From an optimization exercise on the open Yosys and OpenROAD flow, aimed at small area; shortcuts taken in it are not production practice.
Function was checked by simulation only, so behaviour that the tests miss may differ from the original.
Power figures rest on the tool's default switching activity, not on a simulated workload.

===== config.mk =====
export PLATFORM = sky130hd
export DESIGN_NAME = indexed_deque_core
export DESIGN_NICKNAME = indexed_deque_core
export VERILOG_FILES = /design/flow/design.v
export SDC_FILE = /design/flow/constraint.sdc
export NUM_CORES = 4
export LEC_CHECK = 0
export CAP_MARGIN = 20
export CORE_MARGIN = 2
export CORE_UTILIZATION = 35
export SLEW_MARGIN = 20

===== constraint.sdc =====
create_clock -name core_clock -period 5.0 [get_ports {clk}]
set_input_delay 1.0000 -clock core_clock [delete_from_list [all_inputs] [get_ports {clk}]]
set_output_delay 1.0000 -clock core_clock [all_outputs]
set_load 0.01 [all_outputs]

===== design.v =====
package idq_pkg;
    typedef enum logic [2:0] {
        CMD_APPEND     = 3'd0,
        CMD_PREPEND    = 3'd1,
        CMD_POP_BACK   = 3'd2,
        CMD_POP_FRONT  = 3'd3,
        CMD_INSERT     = 3'd4,
        CMD_ERASE      = 3'd5,
        CMD_CLEAR      = 3'd6
    } cmd_t;
    typedef enum logic [1:0] {
        ST_OK    = 2'd0,
        ST_FULL  = 2'd1,
        ST_EMPTY = 2'd2,
        ST_RANGE = 2'd3
    } status_t;
    localparam int DATA_W  = 32;
    localparam int POS_W   = 5;
    localparam int COUNT_W = 5;
    typedef struct packed {
        logic open_gap;
        logic close_gap;
    } shift_t;
endpackage
module idq_cell
#(
    parameter int INDEX = 0,
    parameter int IDX_W = 4
)
(
    input  logic                     clk,
    input  idq_pkg::shift_t                   shift,
    input  logic [IDX_W-1:0]         idx,
    input  logic [idq_pkg::DATA_W-1:0] value,
    input  logic [idq_pkg::DATA_W-1:0] left_data,
    input  logic [idq_pkg::DATA_W-1:0] right_data,
    output logic [idq_pkg::DATA_W-1:0] slot,
    output logic [idq_pkg::DATA_W-1:0] tap
);
    localparam logic [IDX_W-1:0] MY_IDX = IDX_W'(INDEX);
    logic [idq_pkg::DATA_W-1:0] slot_reg;
    logic [idq_pkg::DATA_W-1:0] slot_next;
    always_comb
    begin
        slot_next = slot_reg;
        if (shift.open_gap)
        begin
            if (MY_IDX > idx)
            begin
                slot_next = left_data;
            end
            else if (MY_IDX == idx)
            begin
                slot_next = value;
            end
        end
        else if (shift.close_gap)
        begin
            if (MY_IDX >= idx)
            begin
                slot_next = right_data;
            end
        end
    end
    always_ff @(posedge clk)
    begin
        slot_reg <= slot_next;
    end
    assign slot = slot_reg;
    assign tap  = (MY_IDX == idx) ? slot_reg : '0;
endmodule
module indexed_deque_core
#(
    parameter int CAPACITY = 16
)
(
    input  logic                      clk,
    input  logic                      rst_n,
    input  logic                      start,
    output logic                      busy,
    input  logic [2:0]                command,
    input  logic [idq_pkg::DATA_W-1:0]  value,
    input  logic [idq_pkg::POS_W-1:0]          position,
    output logic                      done,
    output logic [idq_pkg::DATA_W-1:0]  data_out,
    output logic [idq_pkg::COUNT_W-1:0]        count,
    output logic [1:0]                status
);
    localparam int IDX_W = (CAPACITY > 1) ? $clog2(CAPACITY) : 1;
    localparam int CNT_W = $clog2(CAPACITY + 1);
    localparam int CMP_W = ((CNT_W > idq_pkg::POS_W) ? CNT_W : idq_pkg::POS_W) + 1;
    localparam logic [CNT_W-1:0] FULL_CNT = CNT_W'(CAPACITY);
    logic [CNT_W-1:0]         fill_reg;
    logic [CNT_W-1:0]         fill_next;
    logic                     done_reg;
    logic [idq_pkg::DATA_W-1:0] data_out_reg;
    logic [idq_pkg::COUNT_W-1:0]       count_reg;
    idq_pkg::status_t                  status_reg;
    logic                     accept;
    idq_pkg::cmd_t                     cmd;
    idq_pkg::shift_t                   shift;
    logic [IDX_W-1:0]         idx;
    logic                     take;
    idq_pkg::status_t                  st;
    logic                     full;
    logic                     empty;
    logic [CMP_W-1:0]         pos_w;
    logic [CMP_W-1:0]         fill_w;
    logic [idq_pkg::DATA_W-1:0] slots [CAPACITY];
    logic [idq_pkg::DATA_W-1:0] taps  [CAPACITY];
    logic [idq_pkg::DATA_W-1:0] read_word;
    assign accept = start && !busy;
    assign busy   = 1'b0;
    assign cmd    = idq_pkg::cmd_t'(command);
    assign full   = (fill_reg == FULL_CNT);
    assign empty  = (fill_reg == '0);
    assign pos_w  = CMP_W'(position);
    assign fill_w = CMP_W'(fill_reg);
    always_comb
    begin
        shift     = '0;
        idx       = '0;
        take      = 1'b0;
        st        = idq_pkg::ST_OK;
        fill_next = fill_reg;
        case (cmd)
            idq_pkg::CMD_APPEND:
            begin
                if (full)
                begin
                    st = idq_pkg::ST_FULL;
                end
                else
                begin
                    shift.open_gap = 1'b1;
                    idx            = IDX_W'(fill_reg);
                    fill_next      = fill_reg + 1'b1;
                end
            end
            idq_pkg::CMD_PREPEND:
            begin
                if (full)
                begin
                    st = idq_pkg::ST_FULL;
                end
                else
                begin
                    shift.open_gap = 1'b1;
                    fill_next      = fill_reg + 1'b1;
                end
            end
            idq_pkg::CMD_POP_BACK:
            begin
                if (empty)
                begin
                    st = idq_pkg::ST_EMPTY;
                end
                else
                begin
                    shift.close_gap = 1'b1;
                    take            = 1'b1;
                    idx             = IDX_W'(fill_reg - 1'b1);
                    fill_next       = fill_reg - 1'b1;
                end
            end
            idq_pkg::CMD_POP_FRONT:
            begin
                if (empty)
                begin
                    st = idq_pkg::ST_EMPTY;
                end
                else
                begin
                    shift.close_gap = 1'b1;
                    take            = 1'b1;
                    fill_next       = fill_reg - 1'b1;
                end
            end
            idq_pkg::CMD_INSERT:
            begin
                if (full)
                begin
                    st = idq_pkg::ST_FULL;
                end
                else if (pos_w == '0 || pos_w > fill_w + 1'b1)
                begin
                    st = idq_pkg::ST_RANGE;
                end
                else
                begin
                    shift.open_gap = 1'b1;
                    idx            = IDX_W'(pos_w - 1'b1);
                    fill_next      = fill_reg + 1'b1;
                end
            end
            idq_pkg::CMD_ERASE:
            begin
                if (empty)
                begin
                    st = idq_pkg::ST_EMPTY;
                end
                else if (pos_w == '0 || pos_w > fill_w)
                begin
                    st = idq_pkg::ST_RANGE;
                end
                else
                begin
                    shift.close_gap = 1'b1;
                    take            = 1'b1;
                    idx             = IDX_W'(pos_w - 1'b1);
                    fill_next       = fill_reg - 1'b1;
                end
            end
            idq_pkg::CMD_CLEAR:
            begin
                fill_next = '0;
            end
            default:
            begin
                fill_next = fill_reg;
            end
        endcase
        if (!accept)
        begin
            shift     = '0;
            fill_next = fill_reg;
        end
    end
    for (genvar i = 0; i < CAPACITY; i++)
    begin : g_cell
        idq_cell #(
            .INDEX (i),
            .IDX_W (IDX_W)
        ) u_cell (
            .clk        (clk),
            .shift      (shift),
            .idx        (idx),
            .value      (value),
            .left_data  ((i == 0) ? value : slots[(i == 0) ? 0 : i - 1]),
            .right_data ((i == CAPACITY - 1) ? '0
                                             : slots[(i == CAPACITY - 1) ? i : i + 1]),
            .slot       (slots[i]),
            .tap        (taps[i])
        );
    end
    always_comb
    begin
        read_word = '0;
        for (int i = 0; i < CAPACITY; i++)
        begin
            read_word = read_word | taps[i];
        end
    end
    always_ff @(posedge clk or negedge rst_n)
    begin
        if (!rst_n)
        begin
            fill_reg <= '0;
            done_reg <= 1'b0;
        end
        else
        begin
            fill_reg <= fill_next;
            done_reg <= accept;
        end
    end
    always_ff @(posedge clk)
    begin
        if (accept)
        begin
            data_out_reg <= take ? read_word : '0;
            count_reg    <= idq_pkg::COUNT_W'(fill_next);
            status_reg   <= st;
        end
    end
    assign done     = done_reg;
    assign data_out = data_out_reg;
    assign count    = count_reg;
    assign status   = status_reg;
endmodule

===== run.sh =====
#!/bin/bash
# synth_recipe.tcl (not shown) runs the flow's synth.tcl, then flattens the netlist and writes it again
# the make line also repeats each setting of config.mk as NAME=value (left out here)
make -C /OpenROAD-flow-scripts/flow DESIGN_CONFIG=/design/flow/config.mk WORK_HOME=/design/flow/orfs CLKGATE_MAP_FILE= SYNTH_SCRIPT=/design/flow/synth_recipe.tcl finish

==> run summary <==
total CTS buffers = 67
register area share after synthesis = 51.79%
Root Driver = clkbuf_16
nets@finish = 3400
grt ovf = 0
multiplexer share of the synthesized area = 10.09%
num rows = 111
gr usage total = 25.22%
largest area contributor in the netlist = edfxtp_1
number of flip-flops in the largest register = 512
share of layout cells above drive strength 1 = 9.381%
CP max stage delay = 0.93 ns
Mapped Area = 32240 µm²
CTS tree = built
final wirelength = 122000 µm
post_cts resized = 0
DRC viols = 0
worst-path maximum fanout = 13
Pleak = 0.01433 µW
xor/xnor cell area share of the yosys netlist = 0.1902%
Placer Congestion = 0.8856
Least-Margin Pin Slew = 1.194 ns
Net Switching = 7336 µW
htree depth = 3
clock buffer depth = 3
Die X-Extent = 307.5 µm
P_int = 11860 µW
min cycle time layout = 4.569 ns
Synth Area in Adders = 0.6209%
drt pass-1 iters = 6
Flop pwr share = 38.1%
Final ANT Viol Nets = 0
simple-gate share of the synthesized area = 11.15%
# Post-CTS Setup Buffers = 0
final hold violations = 0
period utilisation layout = 91.38%
largest family of logic cells by synthesized area = compound AO/OA/AOI/OAI gates
kind of critical path = register to register
Hold Buf Count CTS = 0
DP HPWL = 74920 µm
die area = 94560 µm²
CP Capture Type = register
Yosys top cell area share = 51.32%
CP max-delay cell = nor3_2
worst path required time = 5.30 ns
final core occ = 41.60%
critical path, cell by cell = ha_1 > nand3_1 > xnor2_1 > ha_1 > nand3_1 > o21bai_1 > a31oi_1 > buf_4 > o31ai_1 > nor2b_1 > o21ai_2 > nor3_2 > buf_4
number of enable flip-flop cells after synthesis = 551
synthesis-stage register bit count = 557
vias per cell = 5.992
Max-slew headroom = 19.99%
min-delay worst type = register to register
Synth-to-Final Area Change = 18.10%
Layout Cell Area excl Fill = 38080 µm²
initial DRC count = 3987
logic gate share of total power = 36.9%
ys flop type = edfxtp_1
Placement Cell Area = 35990 µm²
Avg Cell Area, Syn = 9.693 µm²
max-slew violation count = 0
clk_skew = 0.03170 ns
VDD IR max = 0.2860 mV
global-route wire length before repair = 176400 µm
clock latency on the worst-skew pair = 0.63 ns
crit path DAT = 4.87 ns
vias in the first global route = 25780
compound-gate portion of the synthesized area = 19.72%
crit path launch type = register
Synth async-reset ratio = 1.077%
Clock Power Share = 25.1%
post-synthesis cell type count = 66
CTS Sinks = 557
vias = 27430
fmax = 0.2189 GHz
Synth Warn # = 19
Synth Instances = 3326
die height = 307.5 µm
initial core utilization = 35.23%
Top-Level Pins = 84
IO Port Bufs = 82
largest net degree at the start of global routing = 111
RSZ-0062 raised after global routing = no
floorplan core area = 91520 µm²
Post-Synthesis Net Count = 3385
status = no timing/DRC/antenna violations
power density cells = 504.1 nW/µm²
Reg clk slew, reported paths = 0.06 ns
Max Cap Viol = 0
DR WL/cell = 26.65 µm
Sw Share = 38.22%
final setup TNS = 0 ns
largest cells by area after synthesis = edfxtp_1, mux2i_1, nand2_1
Final setup viols = 0
initial antenna violation count = 3
## kinds of logic (layout without fill, tap and decap cells)
family / Yosys count / count (layout)
XOR/XNOR: 7 / 7
other: 1 / 3
buffers and inverters: 510 / 574
AO/OA/AOI/OAI: 1003 / 1003
multiplexers: 325 / 325
AND/OR/NAND/NOR: 907 / 907
adder cells (fa/ha/maj): 16 / 16
flip-flops: 557 / 557
## routing by layer
| layer | vias up | global-route usage [%] | wire (µm) |
|---|---|---|---|
| met3 | 317 | 4.659 | 12990 |
| met4 | 2 | 10.97 | 5484 |
| met1 | 13250 | 34.09 | 49080 |
| li1 | 12200 | - | - |
| met2 | 1667 | 39.54 | 54440 |
| met5 | - | 0 | 11 |
## area by class of cell
cell class / instances / area, µm²
repair buffers: 255 / 3206
inverters: 201 / 754.5
clock inverters: 33 / 291.5
flip-flops and latches: 557 / 16700
fillers: 8742 / 53450
multi-input cells: 2259 / 13850
diodes: 2 / 5.005
well taps: 1186 / 1484
clock buffers: 85 / 1787
## cells in the mapped netlist, types with 5 or more instances
library cell  instances
inv_1               201
buf_2                50
a2111oi_0            32
a21oi_1             167
buf_1                14
o22ai_1               7
o22a_1               31
a31oi_1              71
o211ai_1              9
edfxtp_1            551
a222oi_1             31
o21a_1                5
o21ai_1              95
mux2i_1             325
nor2_1              126
dfrtp_1               6
nand3_1               9
a41oi_1              30
or3_1                 7
ha_1                 16
nand2_1             700
o2bb2a_1             30
clkbuf_1            224
and2_1                6
nand2b_1              6
o21ai_0             336
a22oi_1              60
buf_4                17
o2111ai_1             6
o32ai_1              63
nor3_1               36
xnor2_1               6
## worst paths after layout
path,start,to,slack (ns),cells after the start
min reg2reg,g_cell[11].u_cell.slot_reg[12]$_DFFE_PP_,g_cell[10].u_cell.slot_reg[12]$_DFFE_PP_,0.55,2
max,fill_reg[0]$_DFF_PN0_,g_cell[1].u_cell.slot_reg[11]$_DFFE_PP_,0.43,13
min in group asynchronous,rst_n,done_reg$_DFF_PN0_,0.64,1
max in group asynchronous,rst_n,fill_reg[1]$_DFF_PN0_,4.11,1
max reg2reg,fill_reg[0]$_DFF_PN0_,g_cell[1].u_cell.slot_reg[11]$_DFFE_PP_,0.43,13
min,g_cell[11].u_cell.slot_reg[12]$_DFFE_PP_,g_cell[10].u_cell.slot_reg[12]$_DFFE_PP_,0.55,2
## power by group through the flow
stage          Combinational (µW)  Sequential [µW]  Clock, µW
3_5_place_dp                 6890             7370          0
5_1_grt                      7470             7410       5010
4_1_cts                      6910             7290       4870
6_report                     7080             7310       4810
3_3_place_gp                 6780             7380          0
2_1_floorplan                3910             7110          0
## critical path, delay by kind of cell (launching register included)
kind	cells	cell delay [ns]
xor+xnor	1	0.29
fa+ha+maj	2	0.62
compound gates	4	0.61
flops	1	0.55
buf+inv	2	0.66
simple gates	4	1.46
## metrics by stage
| step | cells | worst slack, ns | power (µW) | hold slack (ns) |
|---|---|---|---|---|
| after floorplan | 3326 | -0.6497 | 11020 | 0.5134 |
| after global placement | 4458 | 0.08003 | 14160 | 0.5304 |
| after detailed placement | 4458 | 0.1033 | 14260 | 0.5380 |
| after CTS | 4576 | 0.6092 | 19080 | 0.5453 |
| after global routing | 4577 | 0.3140 | 19890 | 0.5678 |
| final | 4578 | 0.4312 | 19190 | 0.5454 |
## cells in the final DEF, fill, tap and decap left out, types with 7 or more instances in the layout
cell type	count
a2111oi_0	32
a21oi_1	166
a222oi_1	31
a22oi_1	60
a31oi_1	71
a41oi_1	30
buf_12	87
buf_4	87
clkbuf_1	16
clkbuf_16	69
clkdlybuf4s50_1	81
clkinv_1	16
clkinv_2	7
edfxtp_1	551
ha_1	16
inv_1	200
mux2i_1	325
nand2_1	694
nand3_1	8
nor2_1	111
nor2_4	16
nor3_1	32
o211ai_1	9
o21ai_0	336
o21ai_1	92
o22a_1	31
o22ai_1	7
o2bb2a_1	30
o32ai_1	63

==> afterwards: timing with drivers on the ports <==
In the flow no input, the clock included, has a driving cell. The finished layout below was timed again as built, in two steps.
Step 1: set_driving_cell puts a clkbuf_16 on clk and a buf_2 on each other input, an assumption about the parent block.
Step 2 moves the port delays by t, midway between the first and last clock arrival at a register: inputs arrive t later, outputs are due t later. That takes back most of the time a late clock gives input paths.
Three values: ideal, step 1, step 2; two values: the first two.
shift t [ns]: 0.680
slack for setup (ns): 0.431 / 0.431 / -0.048
worst data-port slew with drivers (ns): 0.14
Met with ideal ports but missed after step 2: setup timing in this run. For this run, drivers alone change the setup slack by 0.000 ns; drivers and shift together by -0.479 ns.
